From an optimization exercise on the open Yosys and OpenROAD flow, aimed at small area, a short achievable clock period and few clock cycles per item; shortcuts taken in it are not production practice. Only simulation tests tie the RTL to the original design; equivalence was not proved. Power figures rest on the tool's default switching activity, not on a simulated workload.

==> design.v <==
`timescale 1ns / 1ps
package skf_pkg;
    localparam int FRAC_BITS = 16;
    localparam int GAIN_BITS = 16;
    localparam int VAL_W     = 32;                  
    localparam int NOISE_W   = 31;                  
    localparam int DEN_W     = VAL_W + 2;           
    localparam int QUO_W     = GAIN_BITS + 1;       
    localparam int CNT_W     = $clog2(QUO_W + 1);
    localparam logic [VAL_W-1:0]     VAR_ONE  = VAL_W'(1) << FRAC_BITS;
    localparam logic [GAIN_BITS:0]   GAIN_ONE = (GAIN_BITS+1)'(1) << GAIN_BITS;
    localparam logic [GAIN_BITS-1:0] GAIN_MAX = '1;
    localparam logic [1:0] CFG_INIT_EST   = 2'd0;
    localparam logic [1:0] CFG_PROC_NOISE = 2'd1;
    localparam logic [1:0] CFG_MEAS_NOISE = 2'd2;
endpackage
`timescale 1ns / 1ps
`timescale 1ns / 1ps
import skf_pkg::*;
module scalar_kalman_filter_core
(
    input  logic               aclk,
    input  logic               aresetn,
    input  logic               cfg_we,
    input  logic [1:0]         cfg_index,
    input  logic [VAL_W-1:0]   cfg_data,
    input  logic               s_valid,
    output logic               s_ready,
    input  logic signed [VAL_W-1:0] s_measurement,
    output logic               m_valid,
    input  logic               m_ready,
    output logic signed [VAL_W-1:0] m_estimate
);
    localparam int K     = 2;                  
    localparam int STEPS = GAIN_BITS / K;
    localparam int DW    = VAL_W + 1;          
    localparam int DFW   = VAL_W + 1;          
    localparam int AVW   = VAL_W + GAIN_BITS;  
    localparam int AEW   = DFW + GAIN_BITS;    
    localparam int CW    = $clog2(STEPS + 2);
    logic                     busy_reg;        
    logic                     fin_reg;         
    logic [CW-1:0]            cnt_reg;
    logic                     first_reg;       
    logic                     m_valid_reg;
    logic [NOISE_W-1:0]       q_reg, r_reg;
    logic signed [VAL_W-1:0]  est_reg;
    logic [VAL_W-1:0]         var_reg;         
    logic [DW-1:0]            den_reg;
    logic [DW-1:0]            rem_reg;
    logic signed [DFW-1:0]    dz_reg;          
    logic [K-1:0]             bits_reg;
    logic                     zero_reg;        
    logic [AVW-1:0]           accv_reg;
    logic signed [AEW-1:0]    acce_reg;
    logic [VAL_W:0]   p_sum;
    logic [VAL_W-1:0] p_sat;
    logic [DW-1:0]    d_sum;
    assign p_sum = {1'b0, var_reg} + (VAL_W+1)'(q_reg);
    assign p_sat = p_sum[VAL_W] ? '1 : p_sum[VAL_W-1:0];
    assign d_sum = DW'(p_sat) + DW'(r_reg);
    wire accept = s_valid && s_ready;
    wire retire = fin_reg && (!m_valid_reg || m_ready);
    assign s_ready = !busy_reg;
    logic [DW-1:0] rem_next;
    logic [K-1:0]  bits_next;
    always_comb begin
        logic [DW:0] trial;
        logic [DW:0] diff;
        rem_next = rem_reg;
        for (int i = K - 1; i >= 0; i--) begin
            trial = {rem_next, 1'b0};
            diff  = trial - {1'b0, den_reg};
            bits_next[i] = !diff[DW];
            rem_next = diff[DW] ? trial[DW-1:0] : diff[DW-1:0];
        end
    end
    logic [K-1:0]          g_bits;
    logic [AVW-1:0]        accv_next;
    logic signed [AEW-1:0] acce_next;
    assign g_bits = zero_reg ? '0 : bits_reg;
    always_comb begin
        accv_next = accv_reg << K;
        acce_next = acce_reg <<< K;
        for (int i = 0; i < K; i++) begin
            if (g_bits[i]) begin
                accv_next = accv_next + (AVW'(var_reg) << i);
                acce_next = acce_next + (AEW'(dz_reg) <<< i);
            end
        end
    end
    logic [VAL_W-1:0] var_new;
    logic             v_rnd;
    assign v_rnd   = accv_reg[GAIN_BITS-1:0] > 16'd32768;
    assign var_new = var_reg - accv_reg[AVW-1:GAIN_BITS] - VAL_W'(v_rnd);
    logic signed [DFW:0]     est_wide;
    logic signed [VAL_W-1:0] est_new;
    assign est_wide = (DFW+1)'(est_reg) + (DFW+1)'($signed(acce_reg[AEW-1:GAIN_BITS]))
                    + (DFW+1)'(acce_reg[GAIN_BITS-1]);
    always_comb begin
        if (est_wide[DFW:VAL_W-1] == '0 || est_wide[DFW:VAL_W-1] == '1)
            est_new = est_wide[VAL_W-1:0];
        else if (est_wide[DFW])
            est_new = {1'b1, {(VAL_W-1){1'b0}}};
        else
            est_new = {1'b0, {(VAL_W-1){1'b1}}};
    end
    always_ff @(posedge aclk) begin
        if (!aresetn) begin
            busy_reg    <= 1'b0;
            fin_reg     <= 1'b0;
            m_valid_reg <= 1'b0;
            q_reg       <= NOISE_W'(655);
            r_reg       <= NOISE_W'(65536);
            est_reg     <= '0;
            var_reg     <= VAR_ONE;
        end else begin
            if (m_valid_reg && m_ready)
                m_valid_reg <= 1'b0;
            if (cfg_we) begin
                case (cfg_index)
                    CFG_INIT_EST: begin
                        est_reg <= $signed(cfg_data);
                        var_reg <= VAR_ONE;
                    end
                    CFG_PROC_NOISE: q_reg <= cfg_data[NOISE_W-1:0];
                    CFG_MEAS_NOISE: r_reg <= cfg_data[NOISE_W-1:0];
                    default: ;
                endcase
            end
            if (accept) begin
                busy_reg <= 1'b1;
                var_reg  <= p_sat;
            end
            if (busy_reg && !fin_reg && cnt_reg == '0)
                fin_reg <= 1'b1;
            if (retire) begin
                busy_reg    <= 1'b0;
                fin_reg     <= 1'b0;
                m_valid_reg <= 1'b1;
                est_reg     <= est_new;
                var_reg     <= var_new;
            end
        end
        first_reg <= accept;
        if (accept) begin
            rem_reg  <= p_sat;
            den_reg  <= d_sum;
            dz_reg   <= DFW'(s_measurement);
            zero_reg <= (d_sum == '0);
            cnt_reg  <= CW'(STEPS);
            bits_reg <= '0;
            accv_reg <= '0;
            acce_reg <= '0;
        end else if (busy_reg && !fin_reg) begin
            rem_reg  <= rem_next;
            bits_reg <= (cnt_reg != '0) ? bits_next : '0;
            if (cnt_reg != '0)
                cnt_reg <= cnt_reg - CW'(1);
            accv_reg <= accv_next;
            acce_reg <= acce_next;
        end
        if (first_reg)
            dz_reg <= dz_reg - DFW'(est_reg);
    end
    assign m_valid    = m_valid_reg;
    assign m_estimate = est_reg;
endmodule
==> run.sh <==
#!/bin/bash
# synth_recipe.tcl (not shown) runs the flow's synth.tcl, then flattens the netlist and writes it again
# the make line also repeats each setting of config.mk as NAME=value (left out here)
make -C /OpenROAD-flow-scripts/flow DESIGN_CONFIG=/design/flow/config.mk WORK_HOME=/design/flow/orfs CLKGATE_MAP_FILE= SYNTH_SCRIPT=/design/flow/synth_recipe.tcl finish
==> config.mk <==
export PLATFORM = sky130hd
export DESIGN_NAME = scalar_kalman_filter_core
export DESIGN_NICKNAME = scalar_kalman_filter_core
export VERILOG_FILES = /design/flow/design.v
export SDC_FILE = /design/flow/constraint.sdc
export NUM_CORES = 4
export LEC_CHECK = 0
export CAP_MARGIN = 20
export CORE_MARGIN = 2
export CORE_UTILIZATION = 40
export SLEW_MARGIN = 20
==> constraint.sdc <==
create_clock -name core_clock -period 11.0 [get_ports {aclk}]
set_input_delay 2.2000 -clock core_clock [delete_from_list [all_inputs] [get_ports {aclk}]]
set_output_delay 2.2000 -clock core_clock [all_outputs]
set_load 0.01 [all_outputs]
==> impl_metrics.toml <==
[die]
die_area_sq_mm = 0.0885
fp.dieW_um = 297
io_pins = 105
coreArea_sq_mm = 0.0853
rows = 107
die_h_um = 297
start_util_pct = 40.4

[power_and_ir_drop]
ir_drop_v = 0.000445
powerDensity_mw_per_mm2 = 318
p_leak_nw = 16.6

[route]
highest_layer = "met4"
m1WireLength_um = 51400
dr_wl_met2_um = 56300
num_vias = 33100
drtIter0Drc = 2280
vias_per_cell = 5.87
first_pass_iters = 6
wirelength_um = 118000
met3_length_um = 5820
ant_nets = 0
remaining_drc_errors = 0
wl_per_cell_um = 21.0

[sta]
finalCriticalPeriod_ns = 8.00
maxSlewHeadroom_pct = 32.7
fmaxAchievable_mhz = 125
worst_pin_slew_ns = 0.985
finClkSkew_ns = 0.0411
drv_slew = 0
rsz0062_at_grt = "no"
setup-violations-final = 0
setup_tns_ns = 0
finalHoldViolations = 0
fin_crit_sh_pct = 72.7

[grt]
first_global_vias = 32000
grt_start_max_net_pins = 72
groute.usage.overall_pct = 25.9
antenna_found_initial = 0
overflow = 0
grt_pass1_wl_um = 182000

[clock_network]
hold_buffers = 0
htree_levels = 2
ctsLongestPathBuffers = 3
clk_pin_slew_worst_paths_ns = 0.06
cts_resized = 0
clock-root-buffer = "clkbuf_16"
cts_tree = "built"
cts.sinks = 333
cts_buffers = 45
insertion_delay_ns = 0.62
post-cts-setup-buffers = 0

[synth]
syn_nets = 4923
syn-instance-count = 4434
synth_mux_area_share_pct = 2.72
syn_area_per_cell_sq_um = 7.77
ys.flop_type = "dfxtp_1"
ys_seq_area_share_pct = 22.2
synth.distinct_cells = 96
synth_xor_area_share_pct = 8.60
synth_edf_count = 99
synth_top_area_share_pct = 14.8
synth_seq_cells = 333
yosys.area_share.adder_pct = 15.4
synth_compound_area_share_pct = 28.0
syn_area_sq_mm = 0.0344
synth_top_family_by_area = "compound AO/OA/AOI/OAI gates"
synth-warning-count = 1
ys_async_sr_fraction_pct = 0
synthSimpleGateAreaFrac_pct = 18.2
post-synth-top-area-cell = "ha_1"
yosys-top-cells-area = "ha_1 (15%), dfxtp_1 (14%), edfxtp_1 (8.6%)"

[run_status]
status = "timing/DRC/antenna clean"

[placement]
portBuffers = 104
place_congestion = 0.938
dp_hpwl_um = 92700

[critical_path]
crit_type = "reg -> reg"
required_ns = 11.35
critical_path_peak_fanout = 49
end_kind = "register"
cp-start-kind = "register"
cp_data_arrival_time_ns = 8.34

[finish]
area_growth_pct = 10.9
drive_gt1_share_pct = 5.22
fillers = 8727
utilization_pct = 44.8
diodes = 0
layout.nets = 4950
largest_register_ffs = 49

[worst_hold_path]
hold_class = "reg -> reg"

[run]
maxCapViolCount = 0
cells in the final DEF (no fill, tap or decap), drive strengths merged, types with 104 or more instances in the layout:
cell type / n
nand2: 563
a21oi: 438
ha: 406
o21ai: 295
nor2: 285
inv: 276
dfxtp: 234
xnor2: 211
a21o: 184
xor2: 127
nand3: 108
clkdlybuf4s50: 104
critical path, cell delays in order, from the launching register on:
cell and delay, ns:
edfxtp_1 0.44, inv_1 0.12, ha_1 0.23, nor2b_1 0.14, o31ai_1 0.44, o31ai_1 0.23
nor4_2 0.46, o211a_1 0.29, nor3b_2 0.08, a2111o_1 0.46, o211ai_4 0.09, buf_4 0.46
nor2b_1 0.09, a31o_1 0.22, ha_1 0.34, or4_1 0.51, o21ai_1 0.08, a31oi_1 0.11
a41o_1 0.36, a21oi_1 0.40, o211ai_1 0.19, a41oi_1 0.72, xor2_4 0.18, buf_4 0.53
nor3_1 0.11, or3_1 0.39
cells by family after synthesis:
logic type / after synthesis
compound gates: 1472
xor+xnor: 338
fa+ha+maj: 418
buf+inv: 434
flops: 333
mux: 87
simple gates: 1352
metrics by stage:
stage / setup slack, ns / total power, W / std cells / hold slack (ns) / instance area (sq um)
after floorplan: 4.45 / 0.00858 / 4434 / 0.441 / 34400
after global placement: 3.22 / 0.0104 / 5558 / 0.450 / 36600
after detailed placement: 3.07 / 0.0105 / 5558 / 0.453 / 36600
after CTS: 3.06 / 0.0121 / 5642 / 0.461 / 38200
after global routing: 2.42 / 0.0132 / 5642 / 0.476 / 38200
final: 3.00 / 0.0121 / 5642 / 0.460 / 38200
synth_stat cells, types with 14 or more instances:
master,instances
o31ai_1,35
nand2_1,563
clkbuf_1,132
or2_2,16
xnor2_1,211
o21ai_1,35
edfxtp_1,99
dfxtp_1,234
a21oi_1,435
o21a_1,60
nand3_1,108
and2_1,30
a31oi_1,35
nor4_1,17
a21o_1,184
o31a_1,14
or3_1,26
o21ai_0,259
nor2b_1,36
a22oi_1,16
mux2i_1,33
nor3_1,76
mux2_2,54
inv_1,272
a211o_1,19
a211oi_1,65
a221o_1,21
nand4_1,33
o21bai_1,48
o22ai_1,18
nor2_1,285
xor2_1,127
ha_1,406
and3_1,36
a221oi_1,44
nand2b_1,49
o211ai_1,25
power breakdown:
group | internal (W) | switching, W
Clock | 0.000923 | 0.000650
Combinational | 0.00361 | 0.00487
Sequential | 0.00168 | 0.000408
metal layers:
layer  GRT usage, %  vias up
met2           44.9      863
met5              0        -
met4           10.3        0
met3           2.76      231
met1           32.8    15800
li1               -    16300
final timing paths:
path              cells past startpoint  slack (ns)                      to              startpoint
hold reg to reg                       2        0.46  q_reg[25]$_SDFFE_PN0P_  q_reg[25]$_SDFFE_PN0P_
setup / recovery                     25        3.00   rem_reg[20]$_DFFE_PP_    den_reg[1]$_DFFE_PP_
hold / removal                        2        0.46  q_reg[25]$_SDFFE_PN0P_  q_reg[25]$_SDFFE_PN0P_
setup reg to reg                     25        3.00   rem_reg[20]$_DFFE_PP_    den_reg[1]$_DFFE_PP_
cell type report:
type	count	area (sq um)	share of cell area (%)
multi-input combinational	3667	25200	66.0
sequential	333	7660	20.1
tap	1144	1430	3.75
timing repair buffer	140	1310	3.43
clock buffer	62	1290	3.39
inverter	274	1030	2.70
clock inverter	22	245	0.642
Testbench counts, summed over its fixed seeds: cycles 22,622, items 2,048.

port drivers added, routing unchanged:
Ports are ideal in the flow. The routed layout listed here was re-timed in OpenROAD. Step 1 (the two cells are an assumption about what drives the block):
set clk [get_ports {aclk}]
set_driving_cell -lib_cell sky130_fd_sc_hd__clkbuf_16 $clk
set_driving_cell -lib_cell sky130_fd_sc_hd__buf_2 [delete_from_list [all_inputs] $clk]
Step 2 moves the port delays by t, midway between the first and last clock arrival at a register: inputs arrive t later, outputs are due t later. That takes back most of the time a late clock gives input paths. Three values: no drivers, after step 1, after step 2; two values: the first two.
shift t [ns]: 0.670
slack for setup (ns): 3.004 / 3.004 / 3.004
hold slack, ns: 0.460 / 0.460 / 0.460
worst setup path after step 2: register to register
After both steps this run still meets setup and hold. For this run, drivers alone change the setup slack by 0.000 ns; drivers and shift together by 0.000 ns.
